Source: an optimization exercise on an open RTL-to-GDS flow (aim: a short achievable clock period and few clock cycles). Production flows keep margins and buffers that such runs may drop. The RTL was checked by simulation tests, not by an equivalence proof against the original design. Power is estimated from default activity; no workload was simulated.

==> flow/config.mk <==
export PLATFORM = sky130hd
export DESIGN_NAME = cpu_core
export DESIGN_NICKNAME = cpu_core
export VERILOG_FILES = /design/flow/design.v
export SDC_FILE = /design/flow/constraint.sdc
export NUM_CORES = 8
export LEC_CHECK = 0
export CAP_MARGIN = 20
export CORE_MARGIN = 2
export CORE_UTILIZATION = 30
export SLEW_MARGIN = 20
==> flow/constraint.sdc <==
create_clock -name core_clock -period 9.5 [get_ports {clk}]
set_input_delay 1.9000 -clock core_clock [delete_from_list [all_inputs] [get_ports {clk}]]
set_output_delay 1.9000 -clock core_clock [all_outputs]
set_load 0.01 [all_outputs]
==> flow/design.v <==
package cpu_pkg;
  typedef logic [31:0] word_t;
  typedef logic [4:0]  reg_idx_t;
  typedef logic [3:0]  byte_en_t;
  localparam word_t    RESET_PC = 32'hbfc00000;
  localparam reg_idx_t LINK_REG = 5'd31;
  localparam int       NUM_REGS = 32;
  typedef enum logic [5:0] {
    OP_SPECIAL = 6'h00,
    OP_J       = 6'h02,
    OP_JAL     = 6'h03,
    OP_BEQ     = 6'h04,
    OP_BNE     = 6'h05,
    OP_ADDIU   = 6'h09,
    OP_ANDI    = 6'h0c,
    OP_ORI     = 6'h0d,
    OP_LUI     = 6'h0f,
    OP_LB      = 6'h20,
    OP_LW      = 6'h23,
    OP_LBU     = 6'h24,
    OP_SB      = 6'h28,
    OP_SW      = 6'h2b
  } opcode_e;
  typedef enum logic [5:0] {
    FN_SLL  = 6'h00,
    FN_ADDU = 6'h21,
    FN_SUBU = 6'h23,
    FN_AND  = 6'h24,
    FN_OR   = 6'h25,
    FN_XOR  = 6'h26,
    FN_SLT  = 6'h2a,
    FN_SLTU = 6'h2b
  } funct_e;
  typedef enum logic [3:0] {
    ALU_ADD, ALU_SUB, ALU_AND, ALU_OR, ALU_XOR,
    ALU_SLT, ALU_SLTU, ALU_SLL, ALU_LUI, ALU_LINK
  } alu_op_e;
  typedef enum logic [2:0] {
    MEM_NONE, MEM_LW, MEM_LB, MEM_LBU, MEM_SW, MEM_SB
  } mem_op_e;
endpackage
`timescale 1ns/1ps
module fetch_unit (
  input  logic           clk,
  input  logic           arst_n_i,
  input  logic           bus_stall_i,
  input  logic           load_use_i,
  input  logic           branch_taken_i,
  input  cpu_pkg::word_t branch_target_i,
  input  cpu_pkg::word_t inst_sram_rdata_i,
  output logic           inst_sram_en_o,
  output cpu_pkg::word_t inst_sram_addr_o,
  output cpu_pkg::word_t id_pc_o,
  output cpu_pkg::word_t id_inst_o
);
  cpu_pkg::word_t pc_q;
  logic  valid_q;
  logic  redir_q;
  cpu_pkg::word_t redir_pc_q;
  logic  hold;
  cpu_pkg::word_t fetch_pc;
  assign hold = bus_stall_i | load_use_i;
  always_comb begin
    if (hold && valid_q) begin
      fetch_pc = pc_q;
    end else if (redir_q) begin
      fetch_pc = redir_pc_q;
    end else begin
      fetch_pc = pc_q + 32'd4;
    end
  end
  always_ff @(posedge clk or negedge arst_n_i) begin
    if (!arst_n_i) begin
      pc_q    <= cpu_pkg::RESET_PC - 32'd4;
      valid_q <= 1'b0;
      redir_q <= 1'b0;
    end else if (!hold) begin
      pc_q    <= fetch_pc;
      valid_q <= 1'b1;
      redir_q <= branch_taken_i;
    end
  end
  always_ff @(posedge clk) begin
    if (!hold) begin
      redir_pc_q <= branch_target_i;
    end
  end
  assign inst_sram_en_o   = 1'b1;
  assign inst_sram_addr_o = fetch_pc;
  assign id_pc_o          = pc_q;
  assign id_inst_o        = valid_q ? inst_sram_rdata_i : '0;
endmodule
`timescale 1ns/1ps
module decoder (
  input  cpu_pkg::word_t    id_pc_i,
  input  cpu_pkg::word_t    id_inst_i,
  input  cpu_pkg::word_t    rs_data_i,
  input  cpu_pkg::word_t    rt_data_i,
  input  logic              ex_load_i,
  input  logic              mem_load_i,
  input  cpu_pkg::reg_idx_t ex_dest_i,
  input  cpu_pkg::reg_idx_t mem_dest_i,
  output cpu_pkg::reg_idx_t rs_addr_o,
  output cpu_pkg::reg_idx_t rt_addr_o,
  output cpu_pkg::alu_op_e  alu_op_o,
  output cpu_pkg::mem_op_e  mem_op_o,
  output cpu_pkg::word_t    op_a_o,
  output cpu_pkg::word_t    op_b_o,
  output cpu_pkg::word_t    store_data_o,
  output cpu_pkg::reg_idx_t dest_o,
  output logic              wreg_o,
  output logic              branch_taken_o,
  output cpu_pkg::word_t    branch_target_o,
  output logic              load_use_o
);
  cpu_pkg::opcode_e  opcode;
  cpu_pkg::funct_e   funct;
  cpu_pkg::word_t    simm;
  cpu_pkg::word_t    zimm;
  cpu_pkg::word_t    pc_plus4;
  logic     reads_rs;
  logic     reads_rt;
  logic     branch;
  logic     wreg;
  logic     rs_hit;
  logic     rt_hit;
  assign opcode   = cpu_pkg::opcode_e'(id_inst_i[31:26]);
  assign funct    = cpu_pkg::funct_e'(id_inst_i[5:0]);
  assign simm     = {{16{id_inst_i[15]}}, id_inst_i[15:0]};
  assign zimm     = {16'h0000, id_inst_i[15:0]};
  assign pc_plus4 = id_pc_i + 32'd4;
  assign rs_addr_o    = id_inst_i[25:21];
  assign rt_addr_o    = id_inst_i[20:16];
  assign store_data_o = rt_data_i;
  always_comb begin
    alu_op_o        = cpu_pkg::ALU_ADD;
    mem_op_o        = cpu_pkg::MEM_NONE;
    op_a_o          = rs_data_i;
    op_b_o          = rt_data_i;
    dest_o          = id_inst_i[15:11];
    wreg            = 1'b0;
    reads_rs        = 1'b0;
    reads_rt        = 1'b0;
    branch          = 1'b0;
    branch_target_o = pc_plus4 + {simm[29:0], 2'b00};
    case (opcode)
      cpu_pkg::OP_SPECIAL: begin
        wreg     = 1'b1;
        reads_rs = 1'b1;
        reads_rt = 1'b1;
        case (funct)
          cpu_pkg::FN_ADDU: alu_op_o = cpu_pkg::ALU_ADD;
          cpu_pkg::FN_SUBU: alu_op_o = cpu_pkg::ALU_SUB;
          cpu_pkg::FN_AND:  alu_op_o = cpu_pkg::ALU_AND;
          cpu_pkg::FN_OR:   alu_op_o = cpu_pkg::ALU_OR;
          cpu_pkg::FN_XOR:  alu_op_o = cpu_pkg::ALU_XOR;
          cpu_pkg::FN_SLT:  alu_op_o = cpu_pkg::ALU_SLT;
          cpu_pkg::FN_SLTU: alu_op_o = cpu_pkg::ALU_SLTU;
          cpu_pkg::FN_SLL: begin
            alu_op_o = cpu_pkg::ALU_SLL;
            op_a_o   = {27'd0, id_inst_i[10:6]};
            reads_rs = 1'b0;
          end
          default: wreg = 1'b0;
        endcase
      end
      cpu_pkg::OP_ADDIU, cpu_pkg::OP_ANDI, cpu_pkg::OP_ORI, cpu_pkg::OP_LUI, cpu_pkg::OP_LW, cpu_pkg::OP_LB, cpu_pkg::OP_LBU: begin
        dest_o   = rt_addr_o;
        wreg     = 1'b1;
        reads_rs = (opcode != cpu_pkg::OP_LUI);
        op_b_o   = simm;
        case (opcode)
          cpu_pkg::OP_ANDI: begin
            alu_op_o = cpu_pkg::ALU_AND;
            op_b_o   = zimm;
          end
          cpu_pkg::OP_ORI: begin
            alu_op_o = cpu_pkg::ALU_OR;
            op_b_o   = zimm;
          end
          cpu_pkg::OP_LUI:  alu_op_o = cpu_pkg::ALU_LUI;
          cpu_pkg::OP_LW:   mem_op_o = cpu_pkg::MEM_LW;
          cpu_pkg::OP_LB:   mem_op_o = cpu_pkg::MEM_LB;
          cpu_pkg::OP_LBU:  mem_op_o = cpu_pkg::MEM_LBU;
          default: alu_op_o = cpu_pkg::ALU_ADD;
        endcase
      end
      cpu_pkg::OP_SW, cpu_pkg::OP_SB: begin
        op_b_o   = simm;
        reads_rs = 1'b1;
        reads_rt = 1'b1;
        mem_op_o = (opcode == cpu_pkg::OP_SW) ? cpu_pkg::MEM_SW : cpu_pkg::MEM_SB;
      end
      cpu_pkg::OP_BEQ, cpu_pkg::OP_BNE: begin
        reads_rs = 1'b1;
        reads_rt = 1'b1;
        branch   = (rs_data_i == rt_data_i) ^ (opcode == cpu_pkg::OP_BNE);
      end
      cpu_pkg::OP_J, cpu_pkg::OP_JAL: begin
        branch          = 1'b1;
        branch_target_o = {pc_plus4[31:28], id_inst_i[25:0], 2'b00};
        alu_op_o        = cpu_pkg::ALU_LINK;
        op_a_o          = id_pc_i + 32'd8;
        dest_o          = cpu_pkg::LINK_REG;
        wreg            = (opcode == cpu_pkg::OP_JAL);
      end
      default: wreg = 1'b0;
    endcase
  end
  assign wreg_o = wreg && (dest_o != '0);
  assign rs_hit = (ex_load_i && ex_dest_i == rs_addr_o) || (mem_load_i && mem_dest_i == rs_addr_o);
  assign rt_hit = (ex_load_i && ex_dest_i == rt_addr_o) || (mem_load_i && mem_dest_i == rt_addr_o);
  assign load_use_o     = (reads_rs && rs_hit) || (reads_rt && rt_hit);
  assign branch_taken_o = branch && !load_use_o;
endmodule
`timescale 1ns/1ps
module regfile (
  input  logic              clk,
  input  logic              arst_n_i,
  input  cpu_pkg::reg_idx_t rs_addr_i,
  input  cpu_pkg::reg_idx_t rt_addr_i,
  output cpu_pkg::word_t    rs_data_o,
  output cpu_pkg::word_t    rt_data_o,
  input  logic              ex_we_i,
  input  logic              mem_we_i,
  input  logic              wb_we_i,
  input  cpu_pkg::reg_idx_t ex_dest_i,
  input  cpu_pkg::reg_idx_t mem_dest_i,
  input  cpu_pkg::reg_idx_t wb_dest_i,
  input  cpu_pkg::word_t    ex_data_i,
  input  cpu_pkg::word_t    mem_data_i,
  input  cpu_pkg::word_t    wb_data_i
);
  cpu_pkg::word_t regs [1:cpu_pkg::NUM_REGS-1];
  function automatic cpu_pkg::word_t read_port(input cpu_pkg::reg_idx_t addr);
    if (addr == 5'd0) begin
      read_port = 32'd0;
    end else if (ex_we_i && ex_dest_i == addr) begin
      read_port = ex_data_i;
    end else if (mem_we_i && mem_dest_i == addr) begin
      read_port = mem_data_i;
    end else if (wb_we_i && wb_dest_i == addr) begin
      read_port = wb_data_i;
    end else begin
      read_port = regs[addr];
    end
  endfunction
  always_ff @(posedge clk or negedge arst_n_i) begin
    if (!arst_n_i) begin
      for (int i = 1; i < cpu_pkg::NUM_REGS; i++) begin
        regs[i] <= '0;
      end
    end else if (wb_we_i && wb_dest_i != '0) begin
      regs[wb_dest_i] <= wb_data_i;
    end
  end
  always_comb begin
    rs_data_o = read_port(rs_addr_i);
    rt_data_o = read_port(rt_addr_i);
  end
endmodule
`timescale 1ns/1ps
module execute (
  input  logic              clk,
  input  logic              arst_n_i,
  input  logic              bus_stall_i,
  input  logic              load_use_i,
  input  cpu_pkg::alu_op_e  alu_op_i,
  input  cpu_pkg::mem_op_e  mem_op_i,
  input  cpu_pkg::word_t    op_a_i,
  input  cpu_pkg::word_t    op_b_i,
  input  cpu_pkg::word_t    store_data_i,
  input  cpu_pkg::reg_idx_t dest_i,
  input  logic              wreg_i,
  input  cpu_pkg::word_t    pc_i,
  output logic              ex_wreg_o,
  output cpu_pkg::reg_idx_t ex_dest_o,
  output cpu_pkg::word_t    ex_result_o,
  output cpu_pkg::mem_op_e  ex_mem_op_o,
  output cpu_pkg::word_t    ex_store_data_o,
  output cpu_pkg::word_t    ex_pc_o,
  output logic              ex_load_o
);
  cpu_pkg::alu_op_e alu_op_q;
  cpu_pkg::word_t   op_a_q;
  cpu_pkg::word_t   op_b_q;
  always_ff @(posedge clk or negedge arst_n_i) begin
    if (!arst_n_i) begin
      ex_wreg_o   <= 1'b0;
      ex_mem_op_o <= cpu_pkg::MEM_NONE;
    end else if (!bus_stall_i) begin
      ex_wreg_o   <= wreg_i && !load_use_i;
      ex_mem_op_o <= load_use_i ? cpu_pkg::MEM_NONE : mem_op_i;
    end
  end
  always_ff @(posedge clk) begin
    if (!bus_stall_i) begin
      alu_op_q        <= alu_op_i;
      op_a_q          <= op_a_i;
      op_b_q          <= op_b_i;
      ex_store_data_o <= store_data_i;
      ex_dest_o       <= dest_i;
      ex_pc_o         <= pc_i;
    end
  end
  always_comb begin
    case (alu_op_q)
      cpu_pkg::ALU_ADD:  ex_result_o = op_a_q + op_b_q;
      cpu_pkg::ALU_SUB:  ex_result_o = op_a_q - op_b_q;
      cpu_pkg::ALU_AND:  ex_result_o = op_a_q & op_b_q;
      cpu_pkg::ALU_OR:   ex_result_o = op_a_q | op_b_q;
      cpu_pkg::ALU_XOR:  ex_result_o = op_a_q ^ op_b_q;
      cpu_pkg::ALU_SLT:  ex_result_o = {31'd0, $signed(op_a_q) < $signed(op_b_q)};
      cpu_pkg::ALU_SLTU: ex_result_o = {31'd0, op_a_q < op_b_q};
      cpu_pkg::ALU_SLL:  ex_result_o = op_b_q << op_a_q[4:0];
      cpu_pkg::ALU_LUI:  ex_result_o = {op_b_q[15:0], 16'h0000};
      cpu_pkg::ALU_LINK: ex_result_o = op_a_q;
      default:  ex_result_o = '0;
    endcase
  end
  assign ex_load_o = ex_wreg_o && (ex_mem_op_o == cpu_pkg::MEM_LW || ex_mem_op_o == cpu_pkg::MEM_LB ||
                                   ex_mem_op_o == cpu_pkg::MEM_LBU);
endmodule
`timescale 1ns/1ps
module mem_access (
  input  logic              clk,
  input  logic              arst_n_i,
  input  logic              bus_stall_i,
  input  logic              ex_wreg_i,
  input  cpu_pkg::reg_idx_t ex_dest_i,
  input  cpu_pkg::word_t    ex_result_i,
  input  cpu_pkg::mem_op_e  ex_mem_op_i,
  input  cpu_pkg::word_t    ex_store_data_i,
  input  cpu_pkg::word_t    ex_pc_i,
  input  logic              ex_load_i,
  output logic              data_sram_en_o,
  output cpu_pkg::byte_en_t data_sram_wen_o,
  output cpu_pkg::word_t    data_sram_addr_o,
  output cpu_pkg::word_t    data_sram_wdata_o,
  input  cpu_pkg::word_t    data_sram_rdata_i,
  output logic              mem_we_o,
  output cpu_pkg::reg_idx_t mem_dest_o,
  output cpu_pkg::word_t    mem_data_o,
  output logic              mem_load_o,
  output logic              wb_we_o,
  output cpu_pkg::reg_idx_t wb_dest_o,
  output cpu_pkg::word_t    wb_data_o,
  output cpu_pkg::word_t    wb_pc_o
);
  logic    m_wreg_q;
  cpu_pkg::mem_op_e m_mem_op_q;
  cpu_pkg::word_t   m_store_q;
  cpu_pkg::word_t   m_pc_q;
  cpu_pkg::mem_op_e w_mem_op_q;
  cpu_pkg::word_t   w_result_q;
  logic    stall_q;
  cpu_pkg::word_t   rdata_q;
  cpu_pkg::word_t   rdata;
  logic [7:0] lane_byte;
  always_ff @(posedge clk or negedge arst_n_i) begin
    if (!arst_n_i) begin
      m_wreg_q   <= 1'b0;
      mem_load_o <= 1'b0;
      m_mem_op_q <= cpu_pkg::MEM_NONE;
      wb_we_o    <= 1'b0;
      w_mem_op_q <= cpu_pkg::MEM_NONE;
      stall_q    <= 1'b0;
    end else begin
      stall_q <= bus_stall_i;
      if (!bus_stall_i) begin
        m_wreg_q   <= ex_wreg_i;
        mem_load_o <= ex_load_i;
        m_mem_op_q <= ex_mem_op_i;
        wb_we_o    <= m_wreg_q;
        w_mem_op_q <= m_mem_op_q;
      end
    end
  end
  always_ff @(posedge clk) begin
    if (!bus_stall_i) begin
      mem_dest_o <= ex_dest_i;
      mem_data_o <= ex_result_i;
      m_store_q  <= ex_store_data_i;
      m_pc_q     <= ex_pc_i;
      wb_dest_o  <= mem_dest_o;
      w_result_q <= mem_data_o;
      wb_pc_o    <= m_pc_q;
    end
    if (!stall_q) begin
      rdata_q <= data_sram_rdata_i;
    end
  end
  assign mem_we_o = m_wreg_q && !mem_load_o;
  assign data_sram_en_o   = (m_mem_op_q != cpu_pkg::MEM_NONE);
  assign data_sram_addr_o = mem_data_o;
  always_comb begin
    data_sram_wen_o   = 4'b0000;
    data_sram_wdata_o = m_store_q;
    case (m_mem_op_q)
      cpu_pkg::MEM_SW: data_sram_wen_o = 4'b1111;
      cpu_pkg::MEM_SB: begin
        data_sram_wen_o   = 4'b0001 << mem_data_o[1:0];
        data_sram_wdata_o = {4{m_store_q[7:0]}};
      end
      default: data_sram_wen_o = 4'b0000;
    endcase
  end
  assign rdata     = stall_q ? rdata_q : data_sram_rdata_i;
  assign lane_byte = rdata[8*w_result_q[1:0] +: 8];
  always_comb begin
    case (w_mem_op_q)
      cpu_pkg::MEM_LW:  wb_data_o = rdata;
      cpu_pkg::MEM_LB:  wb_data_o = {{24{lane_byte[7]}}, lane_byte};
      cpu_pkg::MEM_LBU: wb_data_o = {24'd0, lane_byte};
      default: wb_data_o = w_result_q;
    endcase
  end
endmodule
`timescale 1ns/1ps
module cpu_core (
  input  logic              clk,
  input  logic              arst_n_i,
  input  logic              bus_stall_i,
  output logic              inst_sram_en_o,
  output cpu_pkg::word_t    inst_sram_addr_o,
  input  cpu_pkg::word_t    inst_sram_rdata_i,
  output logic              data_sram_en_o,
  output cpu_pkg::byte_en_t data_sram_wen_o,
  output cpu_pkg::word_t    data_sram_addr_o,
  output cpu_pkg::word_t    data_sram_wdata_o,
  input  cpu_pkg::word_t    data_sram_rdata_i,
  output cpu_pkg::word_t    debug_wb_pc_o,
  output cpu_pkg::byte_en_t debug_wb_rf_wen_o,
  output cpu_pkg::reg_idx_t debug_wb_rf_wnum_o,
  output cpu_pkg::word_t    debug_wb_rf_wdata_o
);
  cpu_pkg::word_t    id_pc, id_inst, branch_target;
  logic     branch_taken, load_use;
  cpu_pkg::reg_idx_t rs_addr, rt_addr;
  cpu_pkg::word_t    rs_data, rt_data;
  cpu_pkg::alu_op_e  id_alu_op;
  cpu_pkg::mem_op_e  id_mem_op;
  cpu_pkg::word_t    id_op_a, id_op_b, id_store_data;
  cpu_pkg::reg_idx_t id_dest;
  logic     id_wreg;
  logic     ex_wreg, ex_load, mem_we, mem_load, wb_we;
  cpu_pkg::reg_idx_t ex_dest, mem_dest, wb_dest;
  cpu_pkg::word_t    ex_result, ex_store_data, ex_pc, mem_data, wb_data;
  cpu_pkg::mem_op_e  ex_mem_op;
  fetch_unit u_fetch_unit (
    .clk(clk), .arst_n_i(arst_n_i), .bus_stall_i(bus_stall_i), .load_use_i(load_use),
    .branch_taken_i(branch_taken), .branch_target_i(branch_target),
    .inst_sram_rdata_i(inst_sram_rdata_i), .inst_sram_en_o(inst_sram_en_o),
    .inst_sram_addr_o(inst_sram_addr_o), .id_pc_o(id_pc), .id_inst_o(id_inst)
  );
  decoder u_decoder (
    .id_pc_i(id_pc), .id_inst_i(id_inst), .rs_data_i(rs_data), .rt_data_i(rt_data),
    .ex_load_i(ex_load), .mem_load_i(mem_load), .ex_dest_i(ex_dest), .mem_dest_i(mem_dest),
    .rs_addr_o(rs_addr), .rt_addr_o(rt_addr), .alu_op_o(id_alu_op), .mem_op_o(id_mem_op),
    .op_a_o(id_op_a), .op_b_o(id_op_b), .store_data_o(id_store_data),
    .dest_o(id_dest), .wreg_o(id_wreg), .branch_taken_o(branch_taken),
    .branch_target_o(branch_target), .load_use_o(load_use)
  );
  regfile u_regfile (
    .clk(clk), .arst_n_i(arst_n_i),
    .rs_addr_i(rs_addr), .rt_addr_i(rt_addr), .rs_data_o(rs_data), .rt_data_o(rt_data),
    .ex_we_i(ex_wreg), .mem_we_i(mem_we), .wb_we_i(wb_we),
    .ex_dest_i(ex_dest), .mem_dest_i(mem_dest), .wb_dest_i(wb_dest),
    .ex_data_i(ex_result), .mem_data_i(mem_data), .wb_data_i(wb_data)
  );
  execute u_execute (
    .clk(clk), .arst_n_i(arst_n_i), .bus_stall_i(bus_stall_i), .load_use_i(load_use),
    .alu_op_i(id_alu_op), .mem_op_i(id_mem_op), .op_a_i(id_op_a), .op_b_i(id_op_b),
    .store_data_i(id_store_data), .dest_i(id_dest), .wreg_i(id_wreg), .pc_i(id_pc),
    .ex_wreg_o(ex_wreg), .ex_dest_o(ex_dest), .ex_result_o(ex_result),
    .ex_mem_op_o(ex_mem_op), .ex_store_data_o(ex_store_data), .ex_pc_o(ex_pc),
    .ex_load_o(ex_load)
  );
  mem_access u_mem_access (
    .clk(clk), .arst_n_i(arst_n_i), .bus_stall_i(bus_stall_i),
    .ex_wreg_i(ex_wreg), .ex_dest_i(ex_dest), .ex_result_i(ex_result),
    .ex_mem_op_i(ex_mem_op), .ex_store_data_i(ex_store_data), .ex_pc_i(ex_pc),
    .ex_load_i(ex_load), .data_sram_en_o(data_sram_en_o), .data_sram_wen_o(data_sram_wen_o),
    .data_sram_addr_o(data_sram_addr_o), .data_sram_wdata_o(data_sram_wdata_o),
    .data_sram_rdata_i(data_sram_rdata_i),
    .mem_we_o(mem_we), .mem_dest_o(mem_dest), .mem_data_o(mem_data), .mem_load_o(mem_load),
    .wb_we_o(wb_we), .wb_dest_o(wb_dest), .wb_data_o(wb_data), .wb_pc_o(debug_wb_pc_o)
  );
  assign debug_wb_rf_wen_o   = {4{wb_we}};
  assign debug_wb_rf_wnum_o  = wb_dest;
  assign debug_wb_rf_wdata_o = wb_data;
endmodule
==> flow/run.sh <==
#!/bin/bash
# synth_recipe.tcl (not shown) runs the flow's synth.tcl, then flattens the netlist and writes it again
# the make line also repeats each setting of config.mk as NAME=value (left out here)
make -C /OpenROAD-flow-scripts/flow DESIGN_CONFIG=/design/flow/config.mk WORK_HOME=/design/flow/orfs CLKGATE_MAP_FILE= SYNTH_SCRIPT=/design/flow/synth_recipe.tcl finish
==> run notes <==
## flip-flops by register name, indices dropped and copies added (netlist names), 32 cells and up
| register | count |
|---|---|
| u_mem_access.w_result_q | 32 |
| u_mem_access.m_pc_q | 32 |
| u_execute.op_a_q | 32 |
| u_fetch_unit.redir_pc_q | 32 |
| u_mem_access.mem_data_o | 32 |
| u_mem_access.rdata_q | 32 |
| u_mem_access.wb_pc_o | 32 |
| u_execute.ex_store_data_o | 32 |
| u_regfile.regs | 992 |
| u_execute.ex_pc_o | 32 |
| u_fetch_unit.pc_q | 32 |
| u_mem_access.m_store_q | 32 |
| u_execute.op_b_q | 32 |
## cell usage in the layout (no fill, tap or decap), drive strengths merged, types with 32 or more instances in the layout
cell type,n
nand2,1568
o21ai,1217
dfrtp,1012
a22oi,686
buf,357
edfxtp,339
nor2,252
clkdlybuf4s50,239
nand3,225
and3,224
clkbuf,221
a21oi,217
inv,195
nand4,148
ha,130
nor3,106
mux2,85
xnor2,79
a2111oi,70
and2,63
o211ai,59
a211oi,59
o22ai,56
mux2i,55
a22o,55
a221oi,50
clkinv,50
nor2b,48
nand2b,47
xor2,45
nor4,44
a222oi,40
a31oi,38
mux4,36
dfxtp,32
## worst max-delay path: cells and delay by family
family | cells | cell delay (ns)
buffers and inverters | 3 | 2.16
AOI/OAI and AO/OA | 6 | 1.27
and+or+nand+nor | 3 | 1.31
## worst max path at each step
stage / to / slack (ns) / cells after the start
after floorplan: u_execute.alu_op_q[0] / 0.64 / 3
after global placement: u_fetch_unit.redir_q / 0.91 / 18
after detailed placement: u_fetch_unit.redir_q / 0.86 / 18
after CTS: inst_sram_addr_o[22] / 1.02 / 12
after global routing: inst_sram_addr_o[22] / 0.68 / 12
final: inst_sram_addr_o[22] / 0.92 / 12
## area by class of cell
type / instances / share of cell area, %
Tap cell: 3384 / 4.68
Clock inverter: 77 / 1.18
Antenna cell: 30 / 0.0830
Multi-Input combinational cell: 6163 / 41.5
Timing Repair Buffer: 596 / 5.87
Inverter: 190 / 0.797
Clock buffer: 221 / 5.08
Sequential cell: 1411 / 40.8
## power by group through the flow
| stage | registers (mW) | logic [mW] | clock network (mW) |
|---|---|---|---|
| 2_1_floorplan | 8.34 | 3.06 | 0 |
| 3_3_place_gp | 9.16 | 5.13 | 0 |
| 3_5_place_dp | 9.16 | 5.19 | 0 |
| 4_1_cts | 9.07 | 5.21 | 6.80 |
| 5_1_grt | 9.22 | 5.73 | 7.02 |
| 6_report | 9.20 | 5.38 | 6.76 |
## layer usage
layer | vias up | routed length [um] | part of all wire (%)
met1 | 38866 | 181000 | 39
met2 | 6663 | 184000 | 39
met5 | - | 325 | 0.070
li1 | 31401 | - | -
met4 | 42 | 38700 | 8.3
met3 | 1837 | 63500 | 14
## logic make-up (layout without fill, tap and decap cells)
kind of cell / after synthesis / count (layout)
AO/OA/AOI/OAI: 2851 / 2851
XOR/XNOR: 124 / 124
adder cells (fa/ha/maj): 133 / 133
buffers and inverters: 959 / 1084
flip-flops: 1411 / 1411
multiplexers: 176 / 176
other: 1 / 31
AND/OR/NAND/NOR: 2878 / 2878
## per-stage QoR
| step | area (um2) | std cells |
|---|---|---|
| after global placement | 84600 | 11740 |
| after CTS | 90300 | 12039 |
| after floorplan | 77500 | 8533 |
| after global routing | 90400 | 12048 |
| after detailed placement | 84600 | 11741 |
| final | 90400 | 12072 |
==> flow_metrics.py <==
metrics = {
    "status": {
        "status": "complete, no violations",
    },
    "clock_tree": {
        "cts-root-buf": "clkbuf_16",
        "cts.clk_slew.worst_paths_ns": 0.06,
        "cts_tree": "done",
        "htreeDepth": 4,
        "cts_setup_buffers": 0,
        "clk_latency_ns": 0.88,
        "cts_resized": 0,
        "cts_made_buffers": 161,
        "cts.sinks": 1411,
        "clockBufferDepth": 3,
        "cts_hold_buf": 0,
    },
    "grt": {
        "grt-busiest-layer": "met2",
        "grt_use_met1_pct": 44.8,
        "grt_pass1_vias": 72987,
        "grtUsageMet3_pct": 13.4,
        "grt_max_degree": 142,
        "grt_first_pass_wirelength_um": 633000,
        "antenna_found_initial": 56,
        "grtUsageTotal_pct": 34.5,
        "met2_usage_pct": 47.1,
        "overflow": 0,
    },
    "placed_design": {
        "hpwl_um": 318000,
        "pre_cts_slack_ns": 0.861,
        "gp_congestion": 1.03,
        "port_buffers": 240,
    },
    "hold_path": {
        "hp-class": "reg -> reg",
        "min_path_cells": 0,
        "min_from": "u_mem_access.m_pc_q[27]",
        "min_to": "u_mem_access.wb_pc_o[27]",
    },
    "setup_path": {
        "critical_path_class": "in -> out",
        "arrival_ns": 6.68,
        "crit_fanout": 21,
        "cp-start-kind": "input pin",
        "regToRegSetupSlack_ns": 2.16,
        "required_ns": 7.60,
        "end_kind": "output pin",
        "cpPeakStageDelay_ns": 1.25,
        "reg2reg_depth": 17,
        "crit_path_start": "inst_sram_rdata_i[18]",
        "slowest_stage": "clkdlybuf4s50_1",
        "r2r-end": "u_fetch_unit.redir_q",
        "r2r-start": "u_execute.op_a_q[4]",
        "path_cells": "clkdlybuf4s50_1 > nor4bb_1 > a22oi_1 > a22oi_1 > a31oi_1 > a21oi_1 > or3_2 > and2_1 > buf_4 > o21ai_0 > o21ai_0 > clkdlybuf4s50_1",
    },
    "final_layout": {
        "nNetsFinal": 8723,
        "multi_input_area_um2": 37500,
        "fill_cells": 26169,
        "register_area_um2": 36900,
        "drive_gt1_share_pct": 11.2,
        "finalCoreUtilization_pct": 35.2,
        "areaGrowthSynthToFinish_pct": 16.7,
    },
    "route": {
        "drc": 0,
        "viasPerCell": 6.53,
        "wl_um": 467000,
        "drtIter0Drc": 16141,
        "vias": 78809,
        "firstDrtPassIters": 12,
        "antenna_left": 0,
        "drt-wirelength-per-cell_um": 38.7,
    },
    "pwr": {
        "power_frac_seq_pct": 43.1,
        "power.density_nw_per_um2": 236,
        "p_leak_nw": 38.6,
        "power_frac_comb_pct": 25.2,
        "swShare_pct": 37.6,
        "p_switching_mw": 8.03,
        "ir_drop_uv": 178,
        "p_int_mw": 13.3,
        "clockPowerShare_pct": 31.7,
        "p_total_mw": 21.3,
    },
    "synthesis": {
        "synth_top_cell_by_area": "dfrtp_1",
        "synth_edf_count": 339,
        "synth-warning-count": 6,
        "synthSimpleGateAreaFrac_pct": 17.2,
        "synthFlopType": "dfrtp_1",
        "synth_most_common_cell": "nand2_1",
        "synth_cell_types": 101,
        "avgSynthCellArea_um2": 9.08,
        "synth_compound_area_share_pct": 23.8,
        "synth_top_area_share_pct": 32.7,
        "synth_mux_area_share_pct": 2.99,
        "synthTopCellsByCount": "nand2_1, o21ai_0, dfrtp_1",
        "synth_nets": 8733,
        "synth_xor_area_share_pct": 1.40,
        "netlist_top_cells_area": "dfrtp_1, edfxtp_1, o21ai_0",
        "ys_seq_area_share_pct": 47.6,
        "syn_area_um2": 77500,
        "synth.ff_latch_count": 1411,
        "synthAdderAreaFrac_pct": 2.18,
        "synth_top_family_by_area": "compound AO/OA/AOI/OAI gates",
        "async_flop_share_pct": 73.7,
        "syn-instance-count": 8533,
    },
    "floorplanning": {
        "io_pins": 242,
        "core_area_um2": 257000,
        "rows": 186,
        "initial_core_util_pct": 30.2,
        "die_w_um": 512,
        "die_h_um": 512,
        "fp.dieArea_um2": 262000,
    },
    "timing": {
        "fin_crit_ns": 8.58,
        "max_freq_mhz": 117,
        "setup_slack_ns": 0.923,
        "setup_violations": 0,
        "worstMarginPinSlew_ns": 1.32,
        "hold_viol": 0,
        "drv_slew": 0,
        "skew_ns": 0.0813,
        "period_share_pct": 90.3,
        "timing.setup.tns_ns": 0,
        "rsz0062_at_grt": "no",
        "slew_headroom_pct": 11.9,
        "timing.hold.ws_ns": 0.379,
    },
    "job": {
        "maxCapViolCount": 0,
    },
}
Testbench counts, summed over its fixed seeds: cycles 114,740.

[port drivers added, routing unchanged]
The flow's constraints put no driver on any port. The routed layout listed below was extracted and timed again, unchanged, in two steps.
Step 1 assumes that a clkbuf_16 drives the clock port and a buf_2 every other input.
Step 2 adds t to the input delays and takes it off the output delays; t is the mean of the earliest and latest rising clock arrival at the registers after step 1. Input paths then give back, and output paths get back, about the clock's delay inside the block.
Three values: no drivers, after step 1, after step 2; two values: the first two.
t (ns): 0.938
setup WS [ns]: 0.923 / 0.854 / 0.331
worst setup path after step 2: input to register
After both steps setup and hold are still met in this run. For this run, drivers alone change the setup slack by -0.069 ns; drivers and shift together by -0.592 ns.
